What follows belongs to an exercise in optimizing a design on an open flow for small area and a short achievable clock period; a production flow would make more cautious choices. Where RTL was checked, it was by simulation tests only, not by an equivalence proof against the original. Power figures rest on the tool's default switching activity, not on a simulated workload.

==> 02-04 <==
==> flow/design.v <==
module alu_issue #(
  parameter int IMEM_DEPTH  = 64,
  parameter int PC_W        = 6,
  parameter int HOLD_CYCLES = 4
) (
  input  logic            clk,
  input  logic            rst_n,
  input  logic            start,
  input  logic            prog_we,
  input  logic [PC_W-1:0] prog_addr,
  input  logic [28:0]     prog_data,
  input  logic            ovf_in,
  output logic [28:0]     inst,
  output logic            inst_valid,
  output logic [PC_W-1:0] pc,
  output logic            busy,
  output logic            done,
  output logic [15:0]     issue_cnt,
  output logic [7:0]      ovf_cnt
);
  localparam int HC_W = (HOLD_CYCLES > 1) ? $clog2(HOLD_CYCLES) : 1;
  logic [28:0]     imem [IMEM_DEPTH];
  logic            fetch_q, hold_q, busy_q, ready_q, done_q;
  logic [HC_W-1:0] hold_cnt;
  logic            nop_active;
  logic [PC_W-1:0] pc_nx;         
  logic [28:0]     pf;            
  logic            pf_halt;       
  logic            pf_rep;        
  logic [IMEM_DEPTH-1:0] rd_sel;
  logic [28:0]     rd_word, rd_lo, rd_hi;
  logic [28:0]     w0_nx;
  localparam int LO_W = PC_W / 2;
  localparam int HI_W = PC_W - LO_W;
  localparam int LO_N = 1 << LO_W;
  localparam int HI_N = 1 << HI_W;
  logic            stg_hit0;
  logic [HI_N-1:0] stg_hi;
  logic [LO_N-1:0] stg_lo;
  logic [28:0]     stg_data;
  logic            wr, launch, last_hold, end_real, end_nop, at_end, stop, issue_go;
  logic            ovf_stop;
  assign busy = busy_q;
  assign done = done_q;
  assign wr        = prog_we && ready_q;
  assign launch    = start && ready_q;
  assign last_hold = hold_q && (hold_cnt == HC_W'(HOLD_CYCLES - 1));
  assign end_real  = last_hold && !nop_active;
  assign end_nop   = last_hold && nop_active;
  assign at_end    = (pc == PC_W'(IMEM_DEPTH - 1));
  assign issue_go  = fetch_q && !pf_halt;
  assign ovf_stop = 1'b0;
  assign stop = at_end || ovf_stop;
  always_ff @(posedge clk) begin
    for (int h = 0; h < HI_N; h++) stg_hi[h] <= wr && (prog_addr[PC_W-1:LO_W] == HI_W'(h));
    for (int l = 0; l < LO_N; l++) stg_lo[l] <= (prog_addr[LO_W-1:0] == LO_W'(l));
    stg_data <= prog_data;
    stg_hit0 <= wr && (prog_addr == '0);
    for (int i = 0; i < IMEM_DEPTH; i++)
      if (stg_hi[i / LO_N] && stg_lo[i % LO_N]) imem[i] <= stg_data;
  end
  always_ff @(posedge clk) begin
    for (int i = 0; i < IMEM_DEPTH; i++) rd_sel[i] <= (pc_nx == PC_W'(i));
  end
  always_comb begin
    rd_lo = '0;
    rd_hi = '0;
    for (int i = 0; i < IMEM_DEPTH / 2; i++)
      rd_lo = rd_lo | ({29{rd_sel[i]}} & imem[i]);
    for (int i = IMEM_DEPTH / 2; i < IMEM_DEPTH; i++)
      rd_hi = rd_hi | ({29{rd_sel[i]}} & imem[i]);
  end
  assign rd_word = (hold_cnt == '0) ? rd_lo : (pf | rd_hi);
  assign w0_nx   = (wr && prog_addr == '0) ? prog_data : stg_hit0 ? stg_data : imem[0];
  always_ff @(posedge clk) begin
    if (ready_q) pf <= w0_nx;
    else if (hold_q && !nop_active) pf <= rd_word;
  end
  assign pf_halt = (pf[28:24] == 5'h1F);
  assign pf_rep  = (pf == inst);
  always_ff @(posedge clk or negedge rst_n) begin
    if (!rst_n) begin
      fetch_q <= 1'b0;
      hold_q  <= 1'b0;
      busy_q  <= 1'b0;
      ready_q <= 1'b1;
      done_q  <= 1'b0;
    end else begin
      fetch_q <= launch || (end_real && !stop);
      hold_q  <= issue_go || (hold_q && !end_real);
      busy_q  <= launch || (end_real && !stop) || issue_go || (hold_q && !end_real);
      ready_q <= !(launch || (end_real && !stop) || issue_go || (hold_q && !end_real));
      done_q  <= (done_q && !start) || (fetch_q && pf_halt) || (end_real && stop);
    end
  end
  always_ff @(posedge clk or negedge rst_n) begin
    if (!rst_n) begin
      inst       <= '0;
      inst_valid <= 1'b0;
      pc         <= '0;
      pc_nx      <= PC_W'(1);
      issue_cnt  <= '0;
      ovf_cnt    <= '0;
      hold_cnt   <= '0;
      nop_active <= 1'b0;
    end else begin
      if (launch) begin
        pc        <= '0;
        pc_nx     <= PC_W'(1);
        issue_cnt <= '0;
        ovf_cnt   <= '0;
      end
      if (issue_go) begin
        inst       <= pf_rep ? 29'h0 : pf;
        inst_valid <= !pf_rep;
        nop_active <= pf_rep;
        if (!pf_rep) issue_cnt <= issue_cnt + 16'd1;
      end
      if (hold_q) hold_cnt <= (hold_cnt == HC_W'(HOLD_CYCLES - 1)) ? '0 : hold_cnt + HC_W'(1);
      if (end_nop) begin
        inst       <= pf;
        inst_valid <= 1'b1;
        nop_active <= 1'b0;
        issue_cnt  <= issue_cnt + 16'd1;
      end
      if (end_real) begin
        inst_valid <= 1'b0;
        if (ovf_in && ovf_cnt != 8'hFF) ovf_cnt <= ovf_cnt + 8'd1;
        if (!stop) begin
          pc    <= pc + PC_W'(1);
          pc_nx <= pc_nx + PC_W'(1);
        end
      end
    end
  end
endmodule
==> flow/run.sh <==
#!/bin/bash
# synth_recipe.tcl (not shown) runs the flow's synth.tcl, then flattens the netlist and writes it again
# the make line also repeats each setting of config.mk as NAME=value (left out here)
make -C /OpenROAD-flow-scripts/flow DESIGN_CONFIG=/design/flow/config.mk WORK_HOME=/design/flow/orfs CLKGATE_MAP_FILE= SYNTH_SCRIPT=/design/flow/synth_recipe.tcl finish
==> flow/config.mk <==
export PLATFORM = sky130hd
export DESIGN_NAME = alu_issue
export DESIGN_NICKNAME = alu_issue
export VERILOG_FILES = /design/flow/design.v
export SDC_FILE = /design/flow/constraint.sdc
export NUM_CORES = 4
export LEC_CHECK = 0
export CAP_MARGIN = 20
export CORE_MARGIN = 2
export CORE_UTILIZATION = 65
export CTS_CLUSTER_DIAMETER = 100
export CTS_CLUSTER_SIZE = 20
export SETUP_SLACK_MARGIN = 3.0
export SLEW_MARGIN = 20
==> flow/constraint.sdc <==
create_clock -name core_clock -period 5.5 [get_ports {clk}]
set_input_delay 1.1000 -clock core_clock [delete_from_list [all_inputs] [get_ports {clk}]]
set_output_delay 1.1000 -clock core_clock [all_outputs]
set_load 0.01 [all_outputs]
==> inputs of 07-13, as changes to 02-04 <==
==> flow/design.v, changed modules only <==
module alu_issue #(
  parameter int IMEM_DEPTH  = 64,
  parameter int PC_W        = 6,
  parameter int HOLD_CYCLES = 4
) (
  input  logic            clk,
  input  logic            rst_n,
  input  logic            start,
  input  logic            prog_we,
  input  logic [PC_W-1:0] prog_addr,
  input  logic [28:0]     prog_data,
  input  logic            ovf_in,
  output logic [28:0]     inst,
  output logic            inst_valid,
  output logic [PC_W-1:0] pc,
  output logic            busy,
  output logic            done,
  output logic [15:0]     issue_cnt,
  output logic [7:0]      ovf_cnt
);
  localparam int HC_W = (HOLD_CYCLES > 1) ? $clog2(HOLD_CYCLES) : 1;
  logic [28:0]     imem [IMEM_DEPTH];
  logic            fetch_q, hold_q, busy_q, ready_q, done_q;
  logic [HC_W-1:0] hold_cnt;
  logic            nop_active;
  logic [PC_W-1:0] pc_nx;         
  logic [28:0]     pf;            
  logic            pf_halt;       
  logic            pf_rep;        
  logic [IMEM_DEPTH-1:0] rd_sel;
  logic [28:0]     rd_word;
  logic [28:0]     w0_nx;
  logic            wr, launch, last_hold, end_real, end_nop, at_end, stop, issue_go;
  logic            ovf_stop;
  assign busy = busy_q;
  assign done = done_q;
  assign wr        = prog_we && ready_q;
  assign launch    = start && ready_q;
  assign last_hold = hold_q && (hold_cnt == HC_W'(HOLD_CYCLES - 1));
  assign end_real  = last_hold && !nop_active;
  assign end_nop   = last_hold && nop_active;
  assign at_end    = (pc == PC_W'(IMEM_DEPTH - 1));
  assign issue_go  = fetch_q && !pf_halt;
  assign ovf_stop = 1'b0;
  assign stop = at_end || ovf_stop;
  always_ff @(posedge clk) begin
    if (wr) imem[prog_addr] <= prog_data;
  end
  always_ff @(posedge clk) begin
    for (int i = 0; i < IMEM_DEPTH; i++) rd_sel[i] <= (pc_nx == PC_W'(i));
  end
  always_comb begin
    rd_word = '0;
    for (int i = 0; i < IMEM_DEPTH; i++)
      rd_word = rd_word | ({29{rd_sel[i]}} & imem[i]);
  end
  assign w0_nx   = (wr && prog_addr == '0) ? prog_data : imem[0];
  always_ff @(posedge clk) begin
    if (ready_q) pf <= w0_nx;
    else if (hold_q && !nop_active) pf <= rd_word;
  end
  assign pf_halt = (pf[28:24] == 5'h1F);
  assign pf_rep  = (pf == inst);
  always_ff @(posedge clk or negedge rst_n) begin
    if (!rst_n) begin
      fetch_q <= 1'b0;
      hold_q  <= 1'b0;
      busy_q  <= 1'b0;
      ready_q <= 1'b1;
      done_q  <= 1'b0;
    end else begin
      fetch_q <= launch || (end_real && !stop);
      hold_q  <= issue_go || (hold_q && !end_real);
      busy_q  <= launch || (end_real && !stop) || issue_go || (hold_q && !end_real);
      ready_q <= !(launch || (end_real && !stop) || issue_go || (hold_q && !end_real));
      done_q  <= (done_q && !start) || (fetch_q && pf_halt) || (end_real && stop);
    end
  end
  always_ff @(posedge clk or negedge rst_n) begin
    if (!rst_n) begin
      inst       <= '0;
      inst_valid <= 1'b0;
      pc         <= '0;
      pc_nx      <= PC_W'(1);
      issue_cnt  <= '0;
      ovf_cnt    <= '0;
      hold_cnt   <= '0;
      nop_active <= 1'b0;
    end else begin
      if (launch) begin
        pc        <= '0;
        pc_nx     <= PC_W'(1);
        issue_cnt <= '0;
        ovf_cnt   <= '0;
      end
      if (issue_go) begin
        inst       <= pf_rep ? 29'h0 : pf;
        inst_valid <= !pf_rep;
        nop_active <= pf_rep;
        if (!pf_rep) issue_cnt <= issue_cnt + 16'd1;
      end
      if (hold_q) hold_cnt <= (hold_cnt == HC_W'(HOLD_CYCLES - 1)) ? '0 : hold_cnt + HC_W'(1);
      if (end_nop) begin
        inst       <= pf;
        inst_valid <= 1'b1;
        nop_active <= 1'b0;
        issue_cnt  <= issue_cnt + 16'd1;
      end
      if (end_real) begin
        inst_valid <= 1'b0;
        if (ovf_in && ovf_cnt != 8'hFF) ovf_cnt <= ovf_cnt + 8'd1;
        if (!stop) begin
          pc    <= pc + PC_W'(1);
          pc_nx <= pc_nx + PC_W'(1);
        end
      end
    end
  end
endmodule
--- a/flow/config.mk
+++ b/flow/config.mk
@@ -9,5 +9,3 @@
 export CORE_MARGIN = 2
-export CORE_UTILIZATION = 65
-export CTS_CLUSTER_DIAMETER = 100
-export CTS_CLUSTER_SIZE = 20
+export CORE_UTILIZATION = 40
 export SETUP_SLACK_MARGIN = 3.0
==> inputs of 08-11, as changes to 02-04 <==
==> flow/design.v, changed modules only <==
module alu_issue #(
  parameter int IMEM_DEPTH  = 64,
  parameter int PC_W        = 6,
  parameter int HOLD_CYCLES = 4
) (
  input  logic            clk,
  input  logic            rst_n,
  input  logic            start,
  input  logic            prog_we,
  input  logic [PC_W-1:0] prog_addr,
  input  logic [28:0]     prog_data,
  input  logic            ovf_in,
  output logic [28:0]     inst,
  output logic            inst_valid,
  output logic [PC_W-1:0] pc,
  output logic            busy,
  output logic            done,
  output logic [15:0]     issue_cnt,
  output logic [7:0]      ovf_cnt
);
  localparam int HC_W = (HOLD_CYCLES > 1) ? $clog2(HOLD_CYCLES) : 1;
  logic [28:0]     imem [IMEM_DEPTH];
  logic            fetch_q, hold_q, busy_q, done_q;
  logic [HC_W-1:0] hold_cnt;
  logic            nop_active;
  logic [PC_W-1:0] pc_nx;         
  logic [28:0]     pf;            
  logic            pf_halt;       
  logic            pf_rep;        
  logic [28:0]     rd_word;
  logic [28:0]     w0_nx;
  logic            wr, launch, last_hold, end_real, end_nop, at_end, stop, issue_go;
  logic            ovf_stop;
  assign busy = busy_q;
  assign done = done_q;
  assign wr        = prog_we && !busy_q;
  assign launch    = start && !busy_q;
  assign last_hold = hold_q && (hold_cnt == HC_W'(HOLD_CYCLES - 1));
  assign end_real  = last_hold && !nop_active;
  assign end_nop   = last_hold && nop_active;
  assign at_end    = (pc == PC_W'(IMEM_DEPTH - 1));
  assign issue_go  = fetch_q && !pf_halt;
  assign ovf_stop = 1'b0;
  assign stop = at_end || ovf_stop;
  always_ff @(posedge clk) begin
    if (wr) imem[prog_addr] <= prog_data;
  end
  always_comb begin
    rd_word = '0;
    for (int i = 0; i < IMEM_DEPTH; i++)
      rd_word = rd_word | ({29{pc_nx == PC_W'(i)}} & imem[i]);
  end
  assign w0_nx   = (wr && prog_addr == '0) ? prog_data : imem[0];
  always_ff @(posedge clk) begin
    if (!busy_q) begin
      pf      <= w0_nx;
      pf_halt <= (w0_nx[28:24] == 5'h1F);
      pf_rep  <= (w0_nx == inst);
    end else begin
      if (hold_q && !nop_active && !last_hold) pf <= rd_word;
      pf_halt <= (pf[28:24] == 5'h1F);
      pf_rep  <= (pf == inst);
    end
  end
  always_ff @(posedge clk or negedge rst_n) begin
    if (!rst_n) begin
      fetch_q <= 1'b0;
      hold_q  <= 1'b0;
      busy_q  <= 1'b0;
      done_q  <= 1'b0;
    end else begin
      fetch_q <= launch || (end_real && !stop);
      hold_q  <= issue_go || (hold_q && !end_real);
      busy_q  <= launch || (end_real && !stop) || issue_go || (hold_q && !end_real);
      done_q  <= (done_q && !start) || (fetch_q && pf_halt) || (end_real && stop);
    end
  end
  always_ff @(posedge clk or negedge rst_n) begin
    if (!rst_n) begin
      inst       <= '0;
      inst_valid <= 1'b0;
      pc         <= '0;
      pc_nx      <= PC_W'(1);
      issue_cnt  <= '0;
      ovf_cnt    <= '0;
      hold_cnt   <= '0;
      nop_active <= 1'b0;
    end else begin
      if (launch) begin
        pc        <= '0;
        pc_nx     <= PC_W'(1);
        issue_cnt <= '0;
        ovf_cnt   <= '0;
      end
      if (issue_go) begin
        inst       <= pf_rep ? 29'h0 : pf;
        inst_valid <= !pf_rep;
        nop_active <= pf_rep;
        if (!pf_rep) issue_cnt <= issue_cnt + 16'd1;
      end
      if (hold_q) hold_cnt <= (hold_cnt == HC_W'(HOLD_CYCLES - 1)) ? '0 : hold_cnt + HC_W'(1);
      if (end_nop) begin
        inst       <= pf;
        inst_valid <= 1'b1;
        nop_active <= 1'b0;
        issue_cnt  <= issue_cnt + 16'd1;
      end
      if (end_real) begin
        inst_valid <= 1'b0;
        if (ovf_in && ovf_cnt != 8'hFF) ovf_cnt <= ovf_cnt + 8'd1;
        if (!stop) begin
          pc    <= pc + PC_W'(1);
          pc_nx <= pc_nx + PC_W'(1);
        end
      end
    end
  end
endmodule
--- a/flow/config.mk
+++ b/flow/config.mk
@@ -9,6 +9,3 @@
 export CORE_MARGIN = 2
-export CORE_UTILIZATION = 65
-export CTS_CLUSTER_DIAMETER = 100
-export CTS_CLUSTER_SIZE = 20
-export SETUP_SLACK_MARGIN = 3.0
+export CORE_UTILIZATION = 40
 export SLEW_MARGIN = 20
==> inputs of 04-14, as changes to 02-04 <==
==> flow/design.v, changed modules only <==
module alu_issue #(
  parameter int IMEM_DEPTH  = 64,
  parameter int PC_W        = 6,
  parameter int HOLD_CYCLES = 4
) (
  input  logic            clk,
  input  logic            rst_n,
  input  logic            start,
  input  logic            prog_we,
  input  logic [PC_W-1:0] prog_addr,
  input  logic [28:0]     prog_data,
  input  logic            ovf_in,
  output logic [28:0]     inst,
  output logic            inst_valid,
  output logic [PC_W-1:0] pc,
  output logic            busy,
  output logic            done,
  output logic [15:0]     issue_cnt,
  output logic [7:0]      ovf_cnt
);
  localparam int HC_W = (HOLD_CYCLES > 1) ? $clog2(HOLD_CYCLES) : 1;
  logic [28:0]     imem [IMEM_DEPTH];
  logic            fetch_q, hold_q, busy_q, ready_q, done_q;
  logic [HC_W-1:0] hold_cnt;
  logic            nop_active;
  logic [PC_W-1:0] pc_nx;         
  logic [28:0]     pf;            
  logic            pf_halt;       
  logic            pf_rep;        
  logic [IMEM_DEPTH-1:0] rd_sel;
  logic [28:0]     rd_word;
  logic [28:0]     w0_nx;
  logic            wr, launch, last_hold, end_real, end_nop, at_end, stop, issue_go;
  logic            ovf_stop;
  assign busy = busy_q;
  assign done = done_q;
  assign wr        = prog_we && ready_q;
  assign launch    = start && ready_q;
  assign last_hold = hold_q && (hold_cnt == HC_W'(HOLD_CYCLES - 1));
  assign end_real  = last_hold && !nop_active;
  assign end_nop   = last_hold && nop_active;
  assign at_end    = (pc == PC_W'(IMEM_DEPTH - 1));
  assign issue_go  = fetch_q && !pf_halt;
  assign ovf_stop = 1'b0;
  assign stop = at_end || ovf_stop;
  always_ff @(posedge clk) begin
    if (wr) imem[prog_addr] <= prog_data;
  end
  always_ff @(posedge clk) begin
    for (int i = 0; i < IMEM_DEPTH; i++) rd_sel[i] <= (pc_nx == PC_W'(i));
  end
  always_comb begin
    rd_word = '0;
    for (int i = 0; i < IMEM_DEPTH; i++)
      rd_word = rd_word | ({29{rd_sel[i]}} & imem[i]);
  end
  assign w0_nx   = (wr && prog_addr == '0) ? prog_data : imem[0];
  always_ff @(posedge clk) begin
    if (ready_q) pf <= w0_nx;
    else if (hold_q && !nop_active) pf <= rd_word;
  end
  assign pf_halt = (pf[28:24] == 5'h1F);
  assign pf_rep  = (pf == inst);
  always_ff @(posedge clk or negedge rst_n) begin
    if (!rst_n) begin
      fetch_q <= 1'b0;
      hold_q  <= 1'b0;
      busy_q  <= 1'b0;
      ready_q <= 1'b1;
      done_q  <= 1'b0;
    end else begin
      fetch_q <= launch || (end_real && !stop);
      hold_q  <= issue_go || (hold_q && !end_real);
      busy_q  <= launch || (end_real && !stop) || issue_go || (hold_q && !end_real);
      ready_q <= !(launch || (end_real && !stop) || issue_go || (hold_q && !end_real));
      done_q  <= (done_q && !start) || (fetch_q && pf_halt) || (end_real && stop);
    end
  end
  always_ff @(posedge clk or negedge rst_n) begin
    if (!rst_n) begin
      inst       <= '0;
      inst_valid <= 1'b0;
      pc         <= '0;
      pc_nx      <= PC_W'(1);
      issue_cnt  <= '0;
      ovf_cnt    <= '0;
      hold_cnt   <= '0;
      nop_active <= 1'b0;
    end else begin
      if (launch) begin
        pc        <= '0;
        pc_nx     <= PC_W'(1);
        issue_cnt <= '0;
        ovf_cnt   <= '0;
      end
      if (issue_go) begin
        inst       <= pf_rep ? 29'h0 : pf;
        inst_valid <= !pf_rep;
        nop_active <= pf_rep;
        if (!pf_rep) issue_cnt <= issue_cnt + 16'd1;
      end
      if (hold_q) hold_cnt <= (hold_cnt == HC_W'(HOLD_CYCLES - 1)) ? '0 : hold_cnt + HC_W'(1);
      if (end_nop) begin
        inst       <= pf;
        inst_valid <= 1'b1;
        nop_active <= 1'b0;
        issue_cnt  <= issue_cnt + 16'd1;
      end
      if (end_real) begin
        inst_valid <= 1'b0;
        if (ovf_in && ovf_cnt != 8'hFF) ovf_cnt <= ovf_cnt + 8'd1;
        if (!stop) begin
          pc    <= pc + PC_W'(1);
          pc_nx <= pc_nx + PC_W'(1);
        end
      end
    end
  end
endmodule
--- a/flow/config.mk
+++ b/flow/config.mk
@@ -9,5 +9,3 @@
 export CORE_MARGIN = 2
-export CORE_UTILIZATION = 65
-export CTS_CLUSTER_DIAMETER = 100
-export CTS_CLUSTER_SIZE = 20
+export CORE_UTILIZATION = 55
 export SETUP_SLACK_MARGIN = 3.0
==> summary of the runs <==
Of 07-13 and 02-04, 02-04 has the higher synthesized area (gap 2.1%, measured against 02-04).
Against 08-11, the core utilization of 04-14 is higher by 19 points.
Sequential cell count: 02-04 is higher than 08-11 (109).
Combinational power: 04-14 < 07-13 < 02-04 < 08-11.
Setup slack: 08-11 < 04-14 < 07-13 < 02-04.
The highest hold slack belongs to 07-13, the lowest to 02-04.
The highest die area belongs to 07-13, the lowest to 02-04.
Between 04-14 and 02-04, the lower global-route usage is in 02-04 (gap 2.6 points).
Critical path depth is the same in 04-14 and 07-13.
In 04-14 the register-to-register slack is better than in 08-11, by 1.8 ns.
Of 08-11 and 07-13, 07-13 has the higher non-clock buffer count (gap 143).
==> figures <==
Count of state elements after synthesis: 08-11 1960; 07-13 2023; 02-04 2069; 04-14 2023
Arr. time, crit path: 08-11 5.19 ns; 07-13 3.20 ns; 02-04 3.00 ns; 04-14 3.28 ns
Worst path slowest cell: 08-11 sky130_fd_sc_hd__nor3_1; 07-13 sky130_fd_sc_hd__dfxtp_2; 02-04 sky130_fd_sc_hd__dfxtp_2; 04-14 sky130_fd_sc_hd__nor4_2
Via Count: 08-11 49500; 07-13 49100; 02-04 45800; 04-14 48900
Sequential-to-total area share from yosys stat: 08-11 80.7%; 07-13 82.2%; 02-04 81.6%; 04-14 82.2%
Leakage power figure: 08-11 27.2 nW; 07-13 28.2 nW; 02-04 26.0 nW; 04-14 28.1 nW
Switching part of the total: 08-11 28.5%; 07-13 26.1%; 02-04 26.4%; 04-14 25.7%
Max incr delay on CP: 08-11 0.95 ns; 07-13 0.50 ns; 02-04 0.58 ns; 04-14 0.63 ns
First-pass GRT wire length: 08-11 417000 um; 07-13 410000 um; 02-04 341000 um; 04-14 406000 um
Hold Worst Slack: 08-11 0.370 ns; 07-13 0.418 ns; 02-04 0.261 ns; 04-14 0.409 ns
Multiplexer fraction of the synthesized cell area: 08-11 0.276%; 07-13 0.0568%; 02-04 0.421%; 04-14 0.0568%
Register-to-Register Setup Slack: 08-11 0.93 ns; 07-13 2.88 ns; 02-04 2.97 ns; 04-14 2.77 ns
Portion of the clock cycle consumed by the worst path in the final layout: 08-11 83.2%; 07-13 47.7%; 02-04 46.0%; 04-14 49.7%
Worst reg-to-reg path cell count: 08-11 10; 07-13 6; 02-04 6; 04-14 6
Vias per std cell: 08-11 6.96; 07-13 6.99; 02-04 7.73; 04-14 7.68
Setup WS pre-CTS: 08-11 1.05 ns; 07-13 1.31 ns; 02-04 1.92 ns; 04-14 1.22 ns
Total cell area at the placement stage: 08-11 0.0789 mm2; 07-13 0.0781 mm2; 02-04 0.0776 mm2; 04-14 0.0773 mm2
Result of the run: 08-11 complete, no violations; 07-13 complete, no violations; 02-04 complete, no violations; 04-14 complete, no violations
Worst-case headroom to the max-slew limit: 08-11 12.3%; 07-13 26.5%; 02-04 16.7%; 04-14 23.1%
Antenna violations before repair: 08-11 31; 07-13 20; 02-04 8; 04-14 8
Well-Tap Cells: 08-11 2370; 07-13 2370; 02-04 1512; 04-14 1755
Number of ordinary inverters in the final layout: 08-11 37; 07-13 8; 02-04 10; 04-14 10
Total power after layout: 08-11 35.1 mW; 07-13 34.9 mW; 02-04 31.6 mW; 04-14 35.7 mW
The RTL of 07-13, 08-11 and 04-14 was laid out without a check of its function.

==> separate check: timing with driven ports <==
The results above use ideal ports. As a check the final layouts listed here were re-extracted and re-timed, cells and wires unchanged.
Step 1, drivers: a clkbuf_16 drives clk and a buf_2 each remaining input, both assumed.
Step 2 moves the port delays by t, midway between the first and last clock arrival at a register: inputs arrive t later, outputs are due t later. That takes back most of the time a late clock gives input paths.
Slacks: no drivers / after step 1 / after step 2; pairs: no drivers / after step 1.
run | shift t [ns] | setup slack, ns | worst slew at a driven data input, ns
02-04 | 0.802 | 2.971 / 2.941 / 2.229 | 0.12
07-13 | 0.936 | 2.879 / 2.879 / 2.125 | 0.20
08-11 | 0.940 | 0.926 / 0.926 / 0.876 | 0.06
04-14 | 0.925 | 2.767 / 2.767 / 2.141 | 0.15
After both steps setup and hold are still met in every run listed. The setup slack of 07-13, which loses most, moves by 0.000 ns with the drivers and by -0.754 ns with both steps.
